This design comes from an exercise in tuning for small area on the open sky130 flow, not from production work.
In this exercise RTL edits were held to simulation tests only and were not proved equivalent to the original.
Power figures rest on the tool's default switching activity, not on a simulated workload.

Design cnn_accel_top, start of the top module:
module cnn_accel_top #(
    parameter int NUM_RESULTS = 16
) (
    input  logic       clk,
    input  logic       reset,
    input  logic       start_i,
    input  logic       weight_valid_i,
    input  logic [7:0] weight_data_i,
    input  logic       line_valid_i,
    input  logic [7:0] line_data_i,
    output logic       result_valid_o,
    output logic [7:0] result_data_o,
    output logic       done_o
);
    localparam logic [1:0] IDLE         = 2'd0;
    localparam logic [1:0] LOAD_WEIGHTS = 2'd1;
    localparam logic [1:0] LOAD_LINE    = 2'd2;
    logic [1:0]   state_q;
    logic [3:0]   elem_cnt_q;    
    logic [4:0]   post_q;        
    logic [127:0] wsr_q;         
    logic [7:0]   line_q;        
    logic         mac_q;         
    logic         first_q;       
    logic [7:0]   lo_n_q;        
    logic [7:0]   hs_n_q;        
    logic [7:1]   hc_n_q;        
    logic [7:0]   hold_lo_n_q;   
    logic [7:0]   hold_hi_n_q;   
    logic weight_take;
    logic line_take;
    logic last_elem;
    logic first_mac;
    logic split_mac;
    assign weight_take = (state_q == LOAD_WEIGHTS) && weight_valid_i;
    assign line_take   = (state_q == LOAD_LINE) && line_valid_i;
    assign last_elem   = (elem_cnt_q == 4'd15);
    always_ff @(posedge clk or posedge reset) begin
        if (reset) begin
            state_q <= IDLE;
        end else begin
            case (state_q)
                IDLE:         if (start_i && post_q != 5'd1) state_q <= LOAD_WEIGHTS;
                LOAD_WEIGHTS: if (weight_take && last_elem) state_q <= LOAD_LINE;
                LOAD_LINE:    if (line_take && last_elem) state_q <= IDLE;
                default:      state_q <= IDLE;
            endcase
        end
    end
    always_ff @(posedge clk) begin
        if (state_q == IDLE) begin
            elem_cnt_q <= '0;
        end else if (weight_take || line_take) begin
            elem_cnt_q <= elem_cnt_q + 1'b1;
        end
    end
    always_ff @(posedge clk or posedge reset) begin
        if (reset) begin
            post_q <= '0;
        end else if (line_take && last_elem) begin
            post_q <= 5'd1;
        end else if (post_q == 5'd20) begin
  ...
For scale: ~520 cells after synthesis, about 31 I/O pins, roughly 8100 sq um of cells after synthesis.
make LEC_CHECK=0 CAP_MARGIN=20 CORE_MARGIN=2 CORE_UTILIZATION=45 SLEW_MARGIN=20 SYNTH_HIERARCHICAL=1 finish   # period 5.5 ns
run.sh (not shown) runs the stock make flow with config.mk's settings and CLKGATE_MAP_FILE= SYNTH_SCRIPT=/design/flow/synth_recipe.tcl, a recipe that flattens the netlist after the stock synthesis.
Next try:
Settings changed: CORE_UTILIZATION 45 to 65, CTS_BUF_LIST set to sky130_fd_sc_hd__clkbuf_8.
=>
- die area is lower by 30%
- via count is lower by 0.72%
- worst setup slack improves by 20 ps
- area after synthesis does not change
- first-iteration DRC count is higher by 30%
- cell count is lower by 7.3%
- routed wire length is lower by 0.96%
- clock power is lower by 33%
- sequential share of layout area is higher by 2.0 points
- core utilization is higher by 21 points
- non-clock buffer count is unchanged
Next try:
==> flow/flow/run.sh (new file) <==
#!/bin/bash
# Layout flow: the standard ORFS flow (standard.sh, synthesis unchanged) with
#  - port buffers of the smallest buffer cell,
#  - clock tree synthesis without dummy loads,

# The full make output goes to flow_make.log in the work folder; ORFS keeps each
# tool's own log under orfs/logs/.
set -euo pipefail
export BUFFER_PORTS_ARGS="-buffer_cell sky130_fd_sc_hd__buf_1"
export CTS_ARGS="-sink_clustering_enable -repair_clock_nets -dont_use_dummy_load -buf_list sky130_fd_sc_hd__clkbuf_8"
bash standard.sh > flow_make.log 2>&1
==> flow/standard.sh (new file) <==
#!/bin/bash
# synth_recipe.tcl (not shown) runs the flow's synth.tcl, then flattens the netlist and writes it again
# the make line also repeats each setting of config.mk as NAME=value (left out here)
make -C /OpenROAD-flow-scripts/flow DESIGN_CONFIG=/design/flow/config.mk WORK_HOME=/design/flow/orfs CLKGATE_MAP_FILE= SYNTH_SCRIPT=/design/flow/synth_recipe.tcl "${@:-finish}"
removed: flow/run.sh
Final area falls by 3.5%.
Register-to-register slack improved by 30 ps.
Area after synthesis does not change.
Routed wire length falls by 2.3%.
Die area does not change.
Total power falls by 6.1%.
Via count hardly moves.
Global-route usage falls by 0.43 points.
Core utilization falls by 2.6 points.
Final cell count falls by 1.9%.
Clock-buffer cell count does not change.
Next try:
--- a/flow/flow/run.sh
+++ b/flow/flow/run.sh
@@ -9,3 +9,3 @@
 export BUFFER_PORTS_ARGS="-buffer_cell sky130_fd_sc_hd__buf_1"
-export CTS_ARGS="-sink_clustering_enable -repair_clock_nets -dont_use_dummy_load -buf_list sky130_fd_sc_hd__clkbuf_8"
+export CTS_ARGS="-sink_clustering_enable -repair_clock_nets -dont_use_dummy_load -buf_list sky130_fd_sc_hd__clkbuf_8 -sink_clustering_size 18 -sink_clustering_max_diameter 60"
 bash standard.sh > flow_make.log 2>&1
=> Final cell count does not change; via count does not change; core utilization is unchanged; global-route usage stays the same; final area stays the same; maximum frequency is unchanged; hold slack does not change.

what the ideal ports hide:
In the flow no input, the clock included, has a driving cell. The finished layouts below were timed again as built, in two steps. Step 1, drivers: a clkbuf_16 drives clk and a buf_2 each remaining input, both assumed. Step 2, shift: input delay + t, output delay - t, t = (earliest + latest rising clock arrival at the registers) / 2. This alone moves slack from input paths to output paths. Three values: ideal, step 1, step 2; two values: the first two.
run | t (ns) | slack for setup (ns) | worst data-port slew with drivers (ns)
the first run | 0.468 | 0.556 / 0.514 / 0.981 | 0.03
the second run | 0.472 | 0.576 / 0.540 / 0.979 | 0.05
the third run | 0.474 | 0.861 / 0.825 / 1.006 | 0.04
the fourth run | 0.474 | 0.861 / 0.825 / 1.006 | 0.04
After both steps every run listed still meets setup and hold.
